From an optimization exercise on the open Yosys and OpenROAD flow, aimed at small area; shortcuts taken in it are not production practice. In this exercise RTL edits were held to simulation tests only and were not proved equivalent to the original.

==> flow/design.v <==
`timescale 1ns/100ps
package dll_tx_pkg;
  typedef logic [31:0] dword_t;
  typedef logic [3:0]  keep_t;
  typedef logic [11:0] seq_num_t;
  typedef logic [7:0]  hdr_credit_t;
  typedef logic [11:0] data_credit_t;
  typedef logic [9:0]  tlp_len_t;
  typedef logic [31:0] crc_t;
  typedef enum logic [2:0] {
    CC_NONE,
    CC_P_HDR,
    CC_P_DATA,
    CC_NP_HDR,
    CC_NP_DATA,
    CC_CPL_HDR,
    CC_CPL_DATA
  } credit_class_e;
  localparam logic [7:0] TK_MRD    = 8'h00;
  localparam logic [7:0] TK_MWR    = 8'h40;
  localparam logic [7:0] TK_IORD   = 8'h02;
  localparam logic [7:0] TK_IOWR   = 8'h42;
  localparam logic [7:0] TK_CFGRD0 = 8'h04;
  localparam logic [7:0] TK_CFGWR0 = 8'h44;
  localparam logic [7:0] TK_MSG    = 8'h30;
  localparam logic [7:0] TK_MSGD   = 8'h70;
  localparam logic [7:0] TK_CPL    = 8'h0A;
  localparam logic [7:0] TK_CPLD   = 8'h4A;
  localparam int DW_PER_DATA_CREDIT = 4;
  localparam crc_t CRC_POLY = 32'hEDB88320;
endpackage
`timescale 1ns/100ps
module stream_skid_buffer
(
  input logic       clk_i,
  input logic       rst_i,
  input  dll_tx_pkg::dword_t     up_data,
  input  dll_tx_pkg::keep_t      up_keep,
  input  logic       up_valid,
  input  logic       up_last,
  output logic       up_ready,
  output dll_tx_pkg::dword_t     dn_data,
  output dll_tx_pkg::keep_t      dn_keep,
  output logic       dn_valid,
  output logic       dn_last,
  input  logic       dn_ready
);
  dll_tx_pkg::dword_t main_data_q, skid_data_q;
  dll_tx_pkg::keep_t  main_keep_q, skid_keep_q;
  logic   main_last_q, skid_last_q;
  logic   main_valid_q, skid_valid_q;
  logic   ready_q;
  logic   up_fire;
  logic   dn_free;
  logic   skid_valid_d;
  assign up_fire = up_valid && ready_q;
  assign dn_free = !main_valid_q || dn_ready;
  assign skid_valid_d = dn_free ? 1'b0 : (skid_valid_q || up_fire);
  always_ff @(posedge clk_i) begin
    if (rst_i) begin
      main_valid_q <= 1'b0;
      skid_valid_q <= 1'b0;
      ready_q      <= 1'b0;
    end else begin
      if (dn_free) begin
        main_valid_q <= skid_valid_q || up_fire;
      end
      skid_valid_q <= skid_valid_d;
      ready_q      <= !skid_valid_d;
    end
  end
  always_ff @(posedge clk_i) begin
    if (dn_free) begin
      if (skid_valid_q) begin
        main_data_q <= skid_data_q;
        main_keep_q <= skid_keep_q;
        main_last_q <= skid_last_q;
      end else if (up_fire) begin
        main_data_q <= up_data;
        main_keep_q <= up_keep;
        main_last_q <= up_last;
      end
    end else if (up_fire) begin
      skid_data_q <= up_data;
      skid_keep_q <= up_keep;
      skid_last_q <= up_last;
    end
  end
  assign up_ready = ready_q;
  assign dn_data  = main_data_q;
  assign dn_keep  = main_keep_q;
  assign dn_last  = main_last_q;
  assign dn_valid = main_valid_q;
endmodule
`timescale 1ns/100ps
module fc_credit_gate
(
  input  logic         clk_i,
  input  logic         rst_i,
  input  logic         update_fc_i,
  input  dll_tx_pkg::hdr_credit_t  fc_ph_i,
  input  dll_tx_pkg::hdr_credit_t  fc_nph_i,
  input  dll_tx_pkg::hdr_credit_t  fc_cplh_i,
  input  dll_tx_pkg::data_credit_t fc_pd_i,
  input  dll_tx_pkg::data_credit_t fc_npd_i,
  input  dll_tx_pkg::data_credit_t fc_cpld_i,
  input  dll_tx_pkg::dword_t       hdr_dw0_i,
  input  logic         req_i,
  output logic         grant_o
);
  dll_tx_pkg::hdr_credit_t   ph_lim_q, nph_lim_q, cplh_lim_q;
  dll_tx_pkg::hdr_credit_t   ph_used_q, nph_used_q, cplh_used_q;
  dll_tx_pkg::data_credit_t  pd_lim_q, npd_lim_q, cpld_lim_q;
  dll_tx_pkg::data_credit_t  pd_used_q, npd_used_q, cpld_used_q;
  dll_tx_pkg::credit_class_e cls;
  dll_tx_pkg::tlp_len_t      tlp_len;
  dll_tx_pkg::data_credit_t  len_credits;
  dll_tx_pkg::data_credit_t  data_req;
  logic          need_ph, need_pd, need_nph, need_npd, need_cplh, need_cpld;
  logic          room_ok;
  function automatic logic hdr_room(dll_tx_pkg::hdr_credit_t lim, dll_tx_pkg::hdr_credit_t used);
    dll_tx_pkg::hdr_credit_t avail;
    avail = lim - used;
    hdr_room = avail != '0;
  endfunction
  function automatic logic data_room(dll_tx_pkg::data_credit_t lim, dll_tx_pkg::data_credit_t used,
                                     dll_tx_pkg::data_credit_t req);
    dll_tx_pkg::data_credit_t avail;
    avail = lim - used;
    data_room = avail >= req;
  endfunction
  always_comb begin
    unique case (hdr_dw0_i[7:0])
      dll_tx_pkg::TK_MRD, dll_tx_pkg::TK_IORD, dll_tx_pkg::TK_CFGRD0: cls = dll_tx_pkg::CC_NP_HDR;
      dll_tx_pkg::TK_IOWR, dll_tx_pkg::TK_CFGWR0:         cls = dll_tx_pkg::CC_NP_DATA;
      dll_tx_pkg::TK_MWR, dll_tx_pkg::TK_MSGD:            cls = dll_tx_pkg::CC_P_DATA;
      dll_tx_pkg::TK_MSG:                     cls = dll_tx_pkg::CC_P_HDR;
      dll_tx_pkg::TK_CPL:                     cls = dll_tx_pkg::CC_CPL_HDR;
      dll_tx_pkg::TK_CPLD:                    cls = dll_tx_pkg::CC_CPL_DATA;
      default:                    cls = dll_tx_pkg::CC_NONE;
    endcase
  end
  assign tlp_len     = {hdr_dw0_i[17:16], hdr_dw0_i[31:24]};
  assign len_credits = dll_tx_pkg::data_credit_t'(tlp_len / dll_tx_pkg::DW_PER_DATA_CREDIT);
  assign data_req    = (cls == dll_tx_pkg::CC_NP_DATA || len_credits == '0) ? dll_tx_pkg::data_credit_t'(1)
                                                                : len_credits;
  assign need_ph   = (cls == dll_tx_pkg::CC_P_HDR) || (cls == dll_tx_pkg::CC_P_DATA);
  assign need_pd   = (cls == dll_tx_pkg::CC_P_DATA);
  assign need_nph  = (cls == dll_tx_pkg::CC_NP_HDR) || (cls == dll_tx_pkg::CC_NP_DATA);
  assign need_npd  = (cls == dll_tx_pkg::CC_NP_DATA);
  assign need_cplh = (cls == dll_tx_pkg::CC_CPL_HDR) || (cls == dll_tx_pkg::CC_CPL_DATA);
  assign need_cpld = (cls == dll_tx_pkg::CC_CPL_DATA);
  assign room_ok = (!need_ph   || hdr_room(ph_lim_q, ph_used_q)) &&
                   (!need_nph  || hdr_room(nph_lim_q, nph_used_q)) &&
                   (!need_cplh || hdr_room(cplh_lim_q, cplh_used_q)) &&
                   (!need_pd   || data_room(pd_lim_q, pd_used_q, data_req)) &&
                   (!need_npd  || data_room(npd_lim_q, npd_used_q, data_req)) &&
                   (!need_cpld || data_room(cpld_lim_q, cpld_used_q, data_req));
  assign grant_o = req_i && room_ok;
  always_ff @(posedge clk_i) begin
    if (rst_i) begin
      ph_lim_q    <= '0;
      nph_lim_q   <= '0;
      cplh_lim_q  <= '0;
      pd_lim_q    <= '0;
      npd_lim_q   <= '0;
      cpld_lim_q  <= '0;
      ph_used_q   <= '0;
      nph_used_q  <= '0;
      cplh_used_q <= '0;
      pd_used_q   <= '0;
      npd_used_q  <= '0;
      cpld_used_q <= '0;
    end else begin
      if (update_fc_i) begin
        ph_lim_q   <= fc_ph_i;
        nph_lim_q  <= fc_nph_i;
        cplh_lim_q <= fc_cplh_i;
        pd_lim_q   <= fc_pd_i;
        npd_lim_q  <= fc_npd_i;
        cpld_lim_q <= fc_cpld_i;
      end
      if (grant_o) begin
        if (need_ph)   ph_used_q   <= ph_used_q + dll_tx_pkg::hdr_credit_t'(1);
        if (need_nph)  nph_used_q  <= nph_used_q + dll_tx_pkg::hdr_credit_t'(1);
        if (need_cplh) cplh_used_q <= cplh_used_q + dll_tx_pkg::hdr_credit_t'(1);
        if (need_pd)   pd_used_q   <= pd_used_q + data_req;
        if (need_npd)  npd_used_q  <= npd_used_q + data_req;
        if (need_cpld) cpld_used_q <= cpld_used_q + data_req;
      end
    end
  end
endmodule
`timescale 1ns/100ps
module lcrc_engine
(
  input  logic   clk_i,
  input  logic   rst_i,
  input  logic   clear_i,
  input  logic   en_i,
  input  dll_tx_pkg::dword_t data_i,
  input  dll_tx_pkg::keep_t  keep_i,
  output dll_tx_pkg::crc_t   lcrc_o
);
  dll_tx_pkg::crc_t crc_q;
  dll_tx_pkg::crc_t crc_d;
  function automatic dll_tx_pkg::crc_t fold_byte(dll_tx_pkg::crc_t crc, logic [7:0] b);
    dll_tx_pkg::crc_t c;
    c = crc ^ {24'h0, b};
    for (int i = 0; i < 8; i++) begin
      c = c[0] ? ((c >> 1) ^ dll_tx_pkg::CRC_POLY) : (c >> 1);
    end
    fold_byte = c;
  endfunction
  always_comb begin
    crc_d = clear_i ? '1 : crc_q;
    if (en_i) begin
      for (int lane = 0; lane < 4; lane++) begin
        if (keep_i[lane]) begin
          crc_d = fold_byte(crc_d, data_i[8*lane +: 8]);
        end
      end
    end
  end
  always_ff @(posedge clk_i) begin
    if (rst_i) begin
      crc_q <= '1;
    end else begin
      crc_q <= crc_d;
    end
  end
  assign lcrc_o = ~crc_q;
endmodule
`timescale 1ns/100ps
module tlp_framer
#(
  parameter dll_tx_pkg::seq_num_t SEQ_INIT = '0
) (
  input  logic      clk_i,
  input  logic      rst_i,
  input  dll_tx_pkg::dword_t    in_data,
  input  dll_tx_pkg::keep_t     in_keep,
  input  logic      in_valid,
  input  logic      in_last,
  output logic      in_ready,
  output dll_tx_pkg::dword_t    out_data,
  output dll_tx_pkg::keep_t     out_keep,
  output logic      out_valid,
  output logic      out_last,
  input  logic      out_ready,
  output dll_tx_pkg::dword_t    hdr_dw0_o,
  output logic      req_o,
  input  logic      grant_i,
  output dll_tx_pkg::seq_num_t  seq_num_o
);
  typedef enum logic [2:0] {
    ST_IDLE,
    ST_WAIT_CREDIT,
    ST_STREAM,
    ST_CRC_WORD,
    ST_CRC_TAIL
  } framer_state_e;
  framer_state_e state_q, state_d;
  dll_tx_pkg::seq_num_t      seq_q;
  logic [15:0]   carry_q;
  logic          tail_folded_q;
  logic          in_fire;
  logic          out_fire;
  logic          crc_clear;
  logic          crc_en;
  dll_tx_pkg::keep_t         crc_keep;
  dll_tx_pkg::crc_t          lcrc;
  assign in_fire  = in_valid && in_ready;
  assign out_fire = out_valid && out_ready;
  always_comb begin
    state_d     = state_q;
    req_o       = 1'b0;
    in_ready  = 1'b0;
    out_valid = 1'b0;
    out_keep  = 4'b1111;
    out_last  = 1'b0;
    out_data  = {in_data[15:0], carry_q};
    crc_en      = 1'b0;
    crc_keep    = 4'b1111;
    case (state_q)
      ST_IDLE, ST_WAIT_CREDIT: begin
        req_o       = in_valid && out_ready;
        out_data  = {in_data[15:0], seq_q[7:0], 4'h0, seq_q[11:8]};
        out_valid = grant_i;
        in_ready  = grant_i;
        crc_en      = grant_i;
        if (grant_i) begin
          state_d = in_last ? ST_CRC_WORD : ST_STREAM;
        end else if (in_valid) begin
          state_d = ST_WAIT_CREDIT;
        end
      end
      ST_STREAM: begin
        out_valid = in_valid;
        in_ready  = out_ready;
        crc_en      = out_fire;
        if (out_fire && in_last) begin
          state_d = ST_CRC_WORD;
        end
      end
      ST_CRC_WORD: begin
        out_data = {lcrc[15:0], carry_q};
        if (!tail_folded_q) begin
          crc_en   = 1'b1;
          crc_keep = 4'b0011;
        end else begin
          out_valid = 1'b1;
          if (out_fire) begin
            state_d = ST_CRC_TAIL;
          end
        end
      end
      ST_CRC_TAIL: begin
        out_data  = {16'h0, lcrc[31:16]};
        out_keep  = 4'b0011;
        out_last  = 1'b1;
        out_valid = 1'b1;
        if (out_fire) begin
          state_d = ST_IDLE;
        end
      end
      default: begin
        state_d = ST_IDLE;
      end
    endcase
  end
  always_ff @(posedge clk_i) begin
    if (rst_i) begin
      state_q       <= ST_IDLE;
      seq_q         <= SEQ_INIT;
      tail_folded_q <= 1'b0;
    end else begin
      state_q       <= state_d;
      tail_folded_q <= (state_q == ST_CRC_WORD);
      if (state_q == ST_CRC_TAIL && out_fire) begin
        seq_q <= seq_q + dll_tx_pkg::seq_num_t'(1);
      end
    end
  end
  always_ff @(posedge clk_i) begin
    if (in_fire) begin
      carry_q <= in_data[31:16];
    end
  end
  assign crc_clear = (state_q == ST_IDLE);
  lcrc_engine lcrc_engine_i (
    .clk_i   (clk_i),
    .rst_i   (rst_i),
    .clear_i (crc_clear),
    .en_i    (crc_en),
    .data_i  (out_data),
    .keep_i  (crc_keep),
    .lcrc_o  (lcrc)
  );
  assign hdr_dw0_o = in_data;
  assign seq_num_o = seq_q;
endmodule
`timescale 1ns/100ps
module dll_tx_top
#(
  parameter dll_tx_pkg::seq_num_t SEQ_INIT = '0
) (
  input  logic         clk_i,
  input  logic         rst_i,
  input  dll_tx_pkg::dword_t       s_tdata_i,
  input  logic         s_tvalid_i,
  input  logic         s_tlast_i,
  output logic         s_tready_o,
  output dll_tx_pkg::dword_t       m_tdata_o,
  output dll_tx_pkg::keep_t        m_tkeep_o,
  output logic         m_tvalid_o,
  output logic         m_tlast_o,
  input  logic         m_tready_i,
  output dll_tx_pkg::seq_num_t     seq_num_o,
  input  logic         update_fc_i,
  input  dll_tx_pkg::hdr_credit_t  fc_ph_i,
  input  dll_tx_pkg::hdr_credit_t  fc_nph_i,
  input  dll_tx_pkg::hdr_credit_t  fc_cplh_i,
  input  dll_tx_pkg::data_credit_t fc_pd_i,
  input  dll_tx_pkg::data_credit_t fc_npd_i,
  input  dll_tx_pkg::data_credit_t fc_cpld_i
);
  dll_tx_pkg::dword_t in_data,  out_data;
  dll_tx_pkg::keep_t  in_keep,  out_keep;
  logic   in_valid, out_valid;
  logic   in_last,  out_last;
  logic   in_ready, out_ready;
  dll_tx_pkg::dword_t hdr_dw0;
  logic   credit_req;
  logic   credit_grant;
  stream_skid_buffer in_buf_i (
    .clk_i    (clk_i),
    .rst_i    (rst_i),
    .up_data  (s_tdata_i),
    .up_keep  (4'b1111),
    .up_valid (s_tvalid_i),
    .up_last  (s_tlast_i),
    .up_ready (s_tready_o),
    .dn_data  (in_data),
    .dn_keep  (in_keep),
    .dn_valid (in_valid),
    .dn_last  (in_last),
    .dn_ready (in_ready)
  );
  tlp_framer #(.SEQ_INIT(SEQ_INIT)) tlp_framer_i (
    .clk_i     (clk_i),
    .rst_i     (rst_i),
    .in_data   (in_data),
    .in_keep   (in_keep),
    .in_valid  (in_valid),
    .in_last   (in_last),
    .in_ready  (in_ready),
    .out_data  (out_data),
    .out_keep  (out_keep),
    .out_valid (out_valid),
    .out_last  (out_last),
    .out_ready (out_ready),
    .hdr_dw0_o (hdr_dw0),
    .req_o     (credit_req),
    .grant_i   (credit_grant),
    .seq_num_o (seq_num_o)
  );
  fc_credit_gate fc_credit_gate_i (
    .clk_i       (clk_i),
    .rst_i       (rst_i),
    .update_fc_i (update_fc_i),
    .fc_ph_i     (fc_ph_i),
    .fc_nph_i    (fc_nph_i),
    .fc_cplh_i   (fc_cplh_i),
    .fc_pd_i     (fc_pd_i),
    .fc_npd_i    (fc_npd_i),
    .fc_cpld_i   (fc_cpld_i),
    .hdr_dw0_i   (hdr_dw0),
    .req_i       (credit_req),
    .grant_o     (credit_grant)
  );
  stream_skid_buffer out_buf_i (
    .clk_i    (clk_i),
    .rst_i    (rst_i),
    .up_data  (out_data),
    .up_keep  (out_keep),
    .up_valid (out_valid),
    .up_last  (out_last),
    .up_ready (out_ready),
    .dn_data  (m_tdata_o),
    .dn_keep  (m_tkeep_o),
    .dn_valid (m_tvalid_o),
    .dn_last  (m_tlast_o),
    .dn_ready (m_tready_i)
  );
endmodule
==> flow/run.sh <==
#!/bin/bash
# synth_recipe.tcl (not shown) runs the flow's synth.tcl, then flattens the netlist and writes it again
# the make line also repeats each setting of config.mk as NAME=value (left out here)
make -C /OpenROAD-flow-scripts/flow DESIGN_CONFIG=/design/flow/config.mk WORK_HOME=/design/flow/orfs CLKGATE_MAP_FILE= SYNTH_SCRIPT=/design/flow/synth_recipe.tcl finish
==> flow/config.mk <==
export PLATFORM = sky130hd
export DESIGN_NAME = dll_tx_top
export DESIGN_NICKNAME = dll_tx_top
export VERILOG_FILES = /design/flow/design.v
export SDC_FILE = /design/flow/constraint.sdc
export NUM_CORES = 4
export LEC_CHECK = 0
export CAP_MARGIN = 20
export CORE_MARGIN = 2
export CORE_UTILIZATION = 40
export PLACE_DENSITY = 0.6
export SLEW_MARGIN = 20
==> flow/constraint.sdc <==
create_clock -name core_clock -period 7.0 [get_ports {clk_i}]
set_input_delay 1.4000 -clock core_clock [delete_from_list [all_inputs] [get_ports {clk_i}]]
set_output_delay 1.4000 -clock core_clock [all_outputs]
set_load 0.01 [all_outputs]
==> summary.txt <==
synthesized netlist by cell type (6+ instances only):
cell type	number	area, µm²
nor2_1	247	927
xnor2_1	234	2050
dfxtp_1	174	3480
edfxtp_1	150	4500
nand2_1	115	432
inv_1	107	402
ha_1	100	1250
xor2_1	87	762
mux2i_1	77	771
a21oi_1	76	380
clkbuf_1	74	278
o21ai_0	73	365
mux2_2	51	574
a21o_1	31	233
nor4_1	28	175
nand2b_1	26	163
nand3_1	26	130
nor3_1	25	125
xnor3_1	24	541
nor2b_1	21	131
a211oi_1	17	128
or3_1	15	93.8
a21boi_0	14	105
a31oi_1	14	87.6
nand4_1	12	75.1
o21a_1	12	90.1
xnor2_4	12	330
and3_1	11	68.8
o211ai_1	11	82.6
o221ai_1	9	78.8
xnor2_2	9	146
buf_4	8	60.1
nor3b_1	8	60.1
xnor3_2	8	190
maj3_1	7	70.1
buf_1	6	22.5
fa_1	6	120
xor2_4	6	165
routing by layer:
metal / vias up / wire (µm) / track usage
met5: - / 0 / 0
met4: 0 / 2080 / 0.0771
met3: 93 / 3540 / 0.0421
met2: 420 / 27600 / 0.360
met1: 7273 / 25400 / 0.289
li1: 7318 / - / -
cells by family (layout without fill, tap and decap cells):
logic type | Yosys count | in the layout | share of synthesized area
xor gates and xnor gates | 388 | 388 | 0.209
DFF | 324 | 324 | 0.385
AOI/OAI and AO/OA | 314 | 314 | 0.104
adders and majority gates | 113 | 113 | 0.0695
buffers and inverters | 208 | 362 | 0.0411
and+or+nand+nor | 558 | 558 | 0.125
muxes | 130 | 130 | 0.0666
other | 1 | 2 | 0.000181
sequential cells by signal (all words and copies together), names as in the netlist, 8 cells and up:
signal and count:
in_buf_i.main_data_q 32, in_buf_i.skid_data_q 32, out_buf_i.main_data_q 32, out_buf_i.skid_data_q 32, tlp_framer_i.lcrc_engine_i.crc_q 32, tlp_framer_i.carry_q 16, fc_credit_gate_i.cpld_lim_q 12, fc_credit_gate_i.cpld_used_q 12
fc_credit_gate_i.npd_lim_q 12, fc_credit_gate_i.npd_used_q 12, fc_credit_gate_i.pd_lim_q 12, fc_credit_gate_i.pd_used_q 12, tlp_framer_i.seq_q 12, fc_credit_gate_i.cplh_lim_q 8, fc_credit_gate_i.cplh_used_q 8, fc_credit_gate_i.nph_lim_q 8
fc_credit_gate_i.nph_used_q 8, fc_credit_gate_i.ph_lim_q 8, fc_credit_gate_i.ph_used_q 8
path summary, 6_finish.rpt:
check                                               endpoint  depth (start not counted)
max          tlp_framer_i.lcrc_engine_i.crc_q[19]$_SDFF_PP1_                         17
min reg2reg                tlp_framer_i.carry_q[5]$_DFFE_PP_                          0
min                        tlp_framer_i.carry_q[5]$_DFFE_PP_                          0
max reg2reg  tlp_framer_i.lcrc_engine_i.crc_q[19]$_SDFF_PP1_                         17
area by class of cell:
class	instances	area share
clock buffers	53	0.0442
clock inverters	16	0.00709
inverters	112	0.0174
multi-input cells	1505	0.494
flip-flops and latches	324	0.330
well taps	680	0.0352
repair buffers	181	0.0716
worst reg2reg max path, delay by kind of cell, from the launching register on:
kind / cells / cell delay (ns)
flops: 1 / 0.45
buf+inv: 2 / 0.57
simple gates: 1 / 0.06
compound gates: 5 / 1.62
xor+xnor: 9 / 3.62
==> impl_metrics.py <==
metrics = {
    "outcome": {
        "status": "no timing/DRC/antenna violations",
    },
    "clock_network": {
        "cts_tree": "built",
        "post-cts-setup-buffer-count": 0,
        "insertion_delay_ns": 0.57,
        "clock-sinks": 324,
        "numCtsBuffers": 39,
        "cts_max_path_buffers": 3,
        "cts_hold_buffers": 0,
        "path_clk_slew_ns": 0.06,
        "cts_max_level": 2,
        "cts_root_buf": "clkbuf_16",
        "cts_resized": 0,
    },
    "timing": {
        "tightest_slew_ns": 1.09,
        "rsz0062_at_grt": "no",
        "finalHoldViolCount": 0,
        "min_period_ns": 6.44,
        "fin_crit_sh": 0.919,
        "setup_violations": 0,
        "fin_setup_tns_ns": 0,
        "max_freq_mhz": 155,
        "setup_ws_ns": 0.564,
        "slew_violations": 0,
        "maxSlewHeadroom": 0.275,
        "fin_worst_skew_ns": 0.0280,
        "holdWs_ns": 0.426,
    },
    "die": {
        "die_h_um": 232,
        "die_w_um": 232,
        "ios": 149,
        "die-area_um2": 53700,
        "initial_core_util": 0.405,
        "fp.coreArea_um2": 51300,
        "fp-row-count": 83,
    },
    "drt": {
        "dr.pass1.iters": 5,
        "post_drt_wl_per_cell_um": 20.4,
        "routed_wl_um": 58600,
        "ant_nets": 0,
        "drc": 0,
        "avgViaCountPerCell": 5.26,
        "vias": 15100,
        "drtIter0Drc": 1180,
    },
    "global_routing": {
        "first_global_vias": 14900,
        "antenna_found_initial": 0,
        "grt_pass1_wl_um": 89700,
        "grt_max_degree": 88,
        "grtUsageTotal": 0.220,
        "overflow": 0,
    },
    "finish": {
        "final_cell_mix": "nor2_1, xnor2_1, dfxtp_1, edfxtp_1, clkdlybuf4s50_1",
        "layout.cells.most_common": "nor2_1",
        "diodes": 0,
        "final_design_area_no_fill_um2": 24200,
        "postLayoutCoreUtil": 0.471,
        "nFillCells": 4779,
        "seqCellArea_um2": 7990,
        "finalNonFillerCells": 2871,
        "drive_gt1_frac": 0.102,
        "multi_input_area_um2": 11900,
        "synthToLayoutAreaGrowth_pct": 16.5,
        "final_nets": 2367,
    },
    "logic_synthesis": {
        "synth_warnings": 4,
        "synth_edf_count": 150,
        "synth.yosys.seq_area_share": 0.385,
        "synth-main-ff-cell": "dfxtp_1",
        "async_flop_share": 0,
        "ys_seq_elements": 324,
        "synth_cell_types": 91,
        "netlist_area_um2": 20800,
        "synthCells": 2036,
        "avgSynthCellArea_um2": 10.2,
    },
    "setup_path": {
        "r2r_setup_slack_ns": 0.56,
        "timing.rr.start": "tlp_framer_i.state_q[2]$_SDFFE_PP0P_",
        "path_class": "flop to flop",
        "cp_data_arrival_time_ns": 6.88,
        "start_kind": "flop",
        "critical-path-top-delay-family": "XOR/XNOR gates",
        "crit_start": "tlp_framer_i.state_q[2]$_SDFFE_PP0P_",
        "crit_path_end_kind": "flop",
        "cp.required_ns": 7.44,
        "slowest_stage": "xnor3_2",
        "cp_num_buf_inv": 2,
        "cpPeakStageDelay_ns": 0.58,
        "crit_chain": "buf_4 > a21o_4 > a221oi_2 > xnor2_2 > xor2_1 > xnor3_1 > xnor2_4 > xnor3_2 > xor2_2 > buf_4 > nor3_1 > a311oi_1 > o2111ai_4 > xor2_4 > xor2_4 > xnor3_1 > a21o_1",
        "worstPathMaxFanout": 24,
    },
    "placed_design": {
        "place.gp.congestion": 0.976,
        "dpl-instance-area_um2": 22900,
        "dp.cells": 2802,
        "place_ws_ns": 0.644,
        "io_buffers": 146,
        "dp_hpwl_um": 44800,
    },
    "min_path": {
        "min_from": "in_buf_i.main_data_q[21]$_DFFE_PP_",
        "worstHoldPathType": "flop to flop",
    },
    "job": {
        "maxCapViolations": 0,
    },
}

[port drivers added, routing unchanged]
How much do the figures lean on ideal ports? The routed layout below was timed once more, with nothing changed but the port constraints.
Step 1 sets driving cells, clkbuf_16 on the clock port and buf_2 on the other inputs (assumed; they add their load-dependent delay and slew).
Step 2 times the ports against the registers' clock, not the clock port: input delays grow and output delays shrink by t, the midpoint of the rising clock arrivals with the driver on.
Three values: ideal ports, drivers, drivers and shift; two values: the first two.
shift t [ns]: 0.613
slack for setup (ns): 0.564 / 0.564 / 0.564
worst hold slack (ns): 0.426 / 0.426 / 0.426
worst data-port slew with drivers (ns): 0.07
After both steps this run still meets setup and hold. For this run, drivers alone change the setup slack by 0.000 ns; drivers and shift together by 0.000 ns.
